This design comes from an exercise in tuning for small area and a short achievable clock period on the open sky130 flow, not from production work. The RTL was checked by simulation tests, not by an equivalence proof against the original design.

// grad_top
module grad_top (
    input  wire logic        clk,
    input  wire logic        rst,
    input  wire logic        in_valid,
    input  wire logic        sof,
    input  wire logic [7:0]  pixel,
    output logic             out_valid,
    output logic [32:0]      grad
);
Size: ~2400 cells after synthesis, ~730 flip-flops, roughly 46 I/O pins, about 30000 um2 of cells after synthesis.
Settings: LEC_CHECK=0, CAP_MARGIN=20, CORE_MARGIN=2, CORE_UTILIZATION=65, CTS_CLUSTER_DIAMETER=70, CTS_CLUSTER_SIZE=30, SLEW_MARGIN=20; clock period 26.0 ns.
standard.sh (not shown) runs the stock make flow with config.mk's settings and CLKGATE_MAP_FILE= SYNTH_SCRIPT=/design/flow/synth_recipe.tcl, a recipe that flattens the netlist after the stock synthesis.
==> flow/flow/run.sh <==
#!/bin/bash
# The standard layout, with the port buffers made from buf_4 cells instead of the
# resizer's default pick (a delay cell), so that the ports are not slowed down.
set -euo pipefail
export BUFFER_PORTS_ARGS="-buffer_cell sky130_fd_sc_hd__buf_4"
bash standard.sh > standard.log 2>&1
The baseline completed with no timing, DRC or antenna violations.
Rerun with:
- CTS_CLUSTER_DIAMETER: 70 -> 60
- CTS_CLUSTER_SIZE: 30 -> 35
=> Final area went up slightly; sequential share of layout area decreases by 0.42 points; routed wire length rose slightly; core utilization grows by 0.57 points.

========
Setup of old:
grad_top again, from the RTL that the note above started with.
clock: 26.0 ns
lec_check: 0
cap_margin: 20
core_margin: 2
core_utilization: 65
cts_cluster_diameter: 80
cts_cluster_size: 25
slew_margin: 20
==> flow/flow/run.sh <==
#!/bin/bash
# The standard layout, with the port buffers made from buf_4 cells instead of the
# resizer's default pick (a delay cell), and a clock tree with fewer levels.
set -euo pipefail
export BUFFER_PORTS_ARGS="-buffer_cell sky130_fd_sc_hd__buf_4"
export CTS_ARGS="-sink_clustering_enable -repair_clock_nets -sink_clustering_size 25 -sink_clustering_max_diameter 80 -distance_between_buffers 1000 -branching_point_buffers_distance 1000"
bash standard.sh > standard.log 2>&1
[inputs] new vs old
Settings: a change of CORE_UTILIZATION from 65 to 75.
==> flow/flow/run.sh <==
#!/bin/bash
# The standard layout, with the port buffers made from buf_4 cells instead of the
# resizer's default pick (a delay cell), so that the ports are not slowed down.
set -euo pipefail
export BUFFER_PORTS_ARGS="-buffer_cell sky130_fd_sc_hd__buf_4"
bash standard.sh > standard.log 2>&1
## What came out
The flow did not stop early for new: all stages ran, and the layout cleared the timing, design-rule and antenna checks. Compared to old, new has post-placement worst setup slack 59 ps lower. new against old: final critical-path required period down 8.7 ps, count of inserted tapcells down 14%, post-route non-filler standard cell count down 88. In new, the via count of the first global-routing pass came out 921 above the value in old.

========
red:
Another version of the RTL of grad_top (not shown whole).
Size: roughly 2400 cells after synthesis, roughly 720 flip-flops, roughly 46 I/O pins, roughly 0.030 sq mm of cells after synthesis.
clock: 26.0 ns
lec_check: 0
cap_margin: 20
core_margin: 2
core_utilization: 75
cts_cluster_diameter: 80
cts_cluster_size: 25
slew_margin: 20
==> flow/flow/run.sh <==
#!/bin/bash
# The standard layout, with the port buffers made from buf_4 cells instead of the
# resizer's default pick (a delay cell), so that the ports are not slowed down.
set -euo pipefail
export BUFFER_PORTS_ARGS="-buffer_cell sky130_fd_sc_hd__buf_4"
bash standard.sh > standard.log 2>&1
red: full flow OK, the timing, design-rule and antenna checks passed
Inputs modified between red and blue:
Settings: changing CTS_CLUSTER_SIZE from 25 to 30; changing CTS_CLUSTER_DIAMETER from 80 to 90.
--- outcome ---
~same sum of buffers and inverters on the critical path in blue and red
[compare] base=red new=blue: via count lost 133, fraction of synthesized cell area in xor and xnor cells held, shortest period the worst path allows saw an increase.
Inputs modified between blue and green:
Settings: a change of CTS_CLUSTER_SIZE from 30 to 25; a change of CTS_CLUSTER_DIAMETER from 90 to 80.
==> flow/flow/run.sh <==
#!/bin/bash
# The standard layout, with the port buffers made from buf_4 cells instead of the
# resizer's default pick (a delay cell), and clkbuf_8 cells at the clock tree's leaves.
set -euo pipefail
export BUFFER_PORTS_ARGS="-buffer_cell sky130_fd_sc_hd__buf_4"
export CTS_ARGS="-sink_clustering_enable -repair_clock_nets -sink_clustering_size 18 -sink_clustering_max_diameter 60 -buf_list {sky130_fd_sc_hd__clkbuf_8 sky130_fd_sc_hd__clkbuf_16} -root_buf sky130_fd_sc_hd__clkbuf_16 -sink_clustering_buffer sky130_fd_sc_hd__clkbuf_8"
bash standard.sh > standard.log 2>&1
[summary]
- Met2 capacity usage during global routing (lower): green
- Fmax in green is about 0.5% higher than in blue
- The core of green is more densely filled than that of blue.
- [compare] base=blue new=green: number of buffers added by the clock tree synthesis step saw an increase, wire length of the first global-routing pass decreased 0.42%.
diff inputs: green => orange
Settings: putting CTS_BUF_LIST at sky130_fd_sc_hd__clkbuf_8 sky130_fd_sc_hd__clkbuf_16 where nothing was set.
==> flow/flow/run.sh <==
#!/bin/bash
# The standard layout, with the port buffers made from buf_4 cells instead of the
# resizer's default pick (a delay cell), so that the ports are not slowed down.
set -euo pipefail
export BUFFER_PORTS_ARGS="-buffer_cell sky130_fd_sc_hd__buf_4"
bash standard.sh > standard.log 2>&1
## What came out
- Summary of orange over green: total routed wirelength +2.3%; vias per cell +about 1.2%.
- orange vs green, termination of the worst setup path: grad[6] vs grad[25]
Input-level comparison between purple and orange:
Settings: removing CTS_BUF_LIST (formerly sky130_fd_sc_hd__clkbuf_8 sky130_fd_sc_hd__clkbuf_16).
==> flow/flow/run.sh <==
#!/bin/bash
# The standard layout, with the port buffers made from buf_4 cells instead of the
# resizer's default pick (a delay cell), and clkbuf_8 cells at the clock tree's leaves.
set -euo pipefail
export BUFFER_PORTS_ARGS="-buffer_cell sky130_fd_sc_hd__buf_4"
export CTS_ARGS="-sink_clustering_enable -repair_clock_nets -sink_clustering_size 16 -sink_clustering_max_diameter 80 -buf_list {sky130_fd_sc_hd__clkbuf_8 sky130_fd_sc_hd__clkbuf_16} -root_buf sky130_fd_sc_hd__clkbuf_16 -sink_clustering_buffer sky130_fd_sc_hd__clkbuf_8"
bash standard.sh > standard.log 2>&1
==> comparison <==
Met1 demand-to-capacity share in global routing: orange vs purple — no meaningful difference
Status: highest clock rate parity (purple, orange)
orange vs purple, beginning of the critical path: grad[6] vs grad[25]

========
grad_top, a different RTL version from the one above (not shown whole).
For scale: about 2700 cells after synthesis, ~620 flip-flops, roughly 46 I/O pins, about 30000 um2 of cells after synthesis.
==> flow/config.mk <==
export PLATFORM = sky130hd
export DESIGN_NAME = grad_top
export DESIGN_NICKNAME = grad_top
export VERILOG_FILES = /design/flow/design.v
export SDC_FILE = /design/flow/constraint.sdc
export NUM_CORES = 4
export LEC_CHECK = 0
export CAP_MARGIN = 20
export CORE_MARGIN = 2
export CORE_UTILIZATION = 65
export SLEW_MARGIN = 20
==> flow/constraint.sdc <==
create_clock -name core_clock -period 26.0 [get_ports {clk}]
set_input_delay 5.2000 -clock core_clock [delete_from_list [all_inputs] [get_ports {clk}]]
set_output_delay 5.2000 -clock core_clock [all_outputs]
set_load 0.01 [all_outputs]
run.sh (not shown) runs the stock make flow with config.mk's settings and CLKGATE_MAP_FILE= SYNTH_SCRIPT=/design/flow/synth_recipe.tcl, a recipe that flattens the netlist after the stock synthesis.
Stock flow here: none of the scripts above is used.
Next try:
- CTS_CLUSTER_DIAMETER: default -> 60
- CTS_CLUSTER_SIZE: default -> 20
After rerunning: The new run ran to the end with no violations. Area after synthesis is unchanged. Worst setup slack improves by 0.016 ns. Wire length came out lower by 2.5%. Die area does not change. Utilization came out lower by 1.4 points. Cell area came out lower by 1.9%. Synthesized cell count stays the same.

========
== before ==
Another version of the RTL of grad_top (not shown whole).
Size in the first run: ~720 flip-flops, ~0.029 mm^2 of cells after synthesis.
## grad_top
module grad_top (
    input  wire logic        clk,
    input  wire logic        rst,
    input  wire logic        in_valid,
    input  wire logic        sof,
    input  wire logic [7:0]  pixel,
    output logic             out_valid,
    output logic [32:0]      grad
);
Settings: LEC_CHECK=0, CAP_MARGIN=20, CORE_MARGIN=2, CORE_UTILIZATION=80, SLEW_MARGIN=20; clock period 26.0 ns.
standard.sh (not shown) runs the stock make flow with config.mk's settings and CLKGATE_MAP_FILE= SYNTH_SCRIPT=/design/flow/synth_recipe.tcl, a recipe that flattens the netlist after the stock synthesis.
==> flow/flow/run.sh <==
#!/bin/bash
# The standard layout, with the port buffers made from buf_2 cells instead of the
# resizer's default pick (a delay cell), and clkbuf_8 cells at the clock tree's leaves.
set -euo pipefail
export BUFFER_PORTS_ARGS="-buffer_cell sky130_fd_sc_hd__buf_2"
export CTS_ARGS="-sink_clustering_enable -repair_clock_nets -sink_clustering_size 16 -sink_clustering_max_diameter 80 -buf_list {sky130_fd_sc_hd__clkbuf_8 sky130_fd_sc_hd__clkbuf_16} -root_buf sky130_fd_sc_hd__clkbuf_16 -sink_clustering_buffer sky130_fd_sc_hd__clkbuf_8"
bash standard.sh > standard.log 2>&1
#### Input delta (after over before)
# before
export LEC_CHECK = 0
export CAP_MARGIN = 20
export CORE_MARGIN = 2
export CORE_UTILIZATION = 80
export SLEW_MARGIN = 20
create_clock -name core_clock -period 26.0 [get_ports {clk}]
# after
export LEC_CHECK = 0
export CAP_MARGIN = 20
export CORE_MARGIN = 2
export CORE_UTILIZATION = 75
export CTS_CLUSTER_DIAMETER = 80
export CTS_CLUSTER_SIZE = 25
export SLEW_MARGIN = 20
create_clock -name core_clock -period 26.0 [get_ports {clk}]
### Flow results
Per the comparison of after with before, worst setup slack after layout went up; total number of placement rows went up 2; time the worst path needs with I/O delays and setup went down by 0.0091 ns; placed instance area closely matched the old numbers.
From before to after the numbers moved as follows: number of gates given a new drive strength after cts closely matched the old numbers, portion of the layout cell area used by clock cells was more or less identical, utilization decreased by 5.0 points relative to the old numbers, area enclosed by the die boundary moved up, design area now sits at about the same level.
after vs before — die height climbed by a few percent
The maximum achievable frequency was comparable across before and after.

==> re-timing with driven ports <==
In the flow no input, the clock included, has a driving cell. The finished layouts below were timed again as built, in two steps.
Step 1 (the two cells are an assumption about what drives the block):
set clk [get_ports {clk}]
set_driving_cell -lib_cell sky130_fd_sc_hd__clkbuf_16 $clk
set_driving_cell -lib_cell sky130_fd_sc_hd__buf_2 [delete_from_list [all_inputs] $clk]
Step 2 also shifts input and output timing later by t, the mid clock arrival at the registers, as if the neighbouring blocks saw the same clock.
Three values: no drivers, after step 1, after step 2; two values: the first two.
run	shift t [ns]	setup slack, ns	latest minus earliest clock arrival (ns)	worst register clock-pin slew, ns	worst slew at a driven data input, ns
the first run of note 1	0.627	19.763 / 19.708 / 20.332	0.025 / 0.025	0.10 / 0.10	0.04
the second run of note 1	0.645	19.752 / 19.696 / 20.322	0.027 / 0.026	0.10 / 0.10	0.04
old	0.623	19.779 / 19.725 / 20.329	0.031 / 0.031	0.10 / 0.10	0.04
new	0.625	19.788 / 19.730 / 20.296	0.027 / 0.028	0.10 / 0.10	0.04
red	0.621	19.785 / 19.726 / 20.331	0.021 / 0.021	0.10 / 0.10	0.03
blue	0.650	19.745 / 19.687 / 20.337	0.026 / 0.026	0.12 / 0.12	0.03
green	0.621	19.777 / 19.719 / 20.340	0.040 / 0.040	0.11 / 0.11	0.03
orange	0.621	19.785 / 19.726 / 20.330	0.023 / 0.023	0.10 / 0.10	0.03
purple	0.630	19.787 / 19.727 / 20.345	0.035 / 0.036	0.11 / 0.11	0.03
the first run of note 4	0.675	19.296 / 19.237 / 19.473	0.028 / 0.028	0.07 / 0.07	0.04
the second run of note 4	0.641	19.312 / 19.251 / 19.505	0.034 / 0.034	0.09 / 0.09	0.04
before	0.621	19.778 / 19.723 / 19.791	0.031 / 0.031	0.12 / 0.12	0.03
after	0.606	19.788 / 19.731 / 19.905	0.040 / 0.040	0.11 / 0.11	0.03
After both steps setup and hold are still met in every run listed.
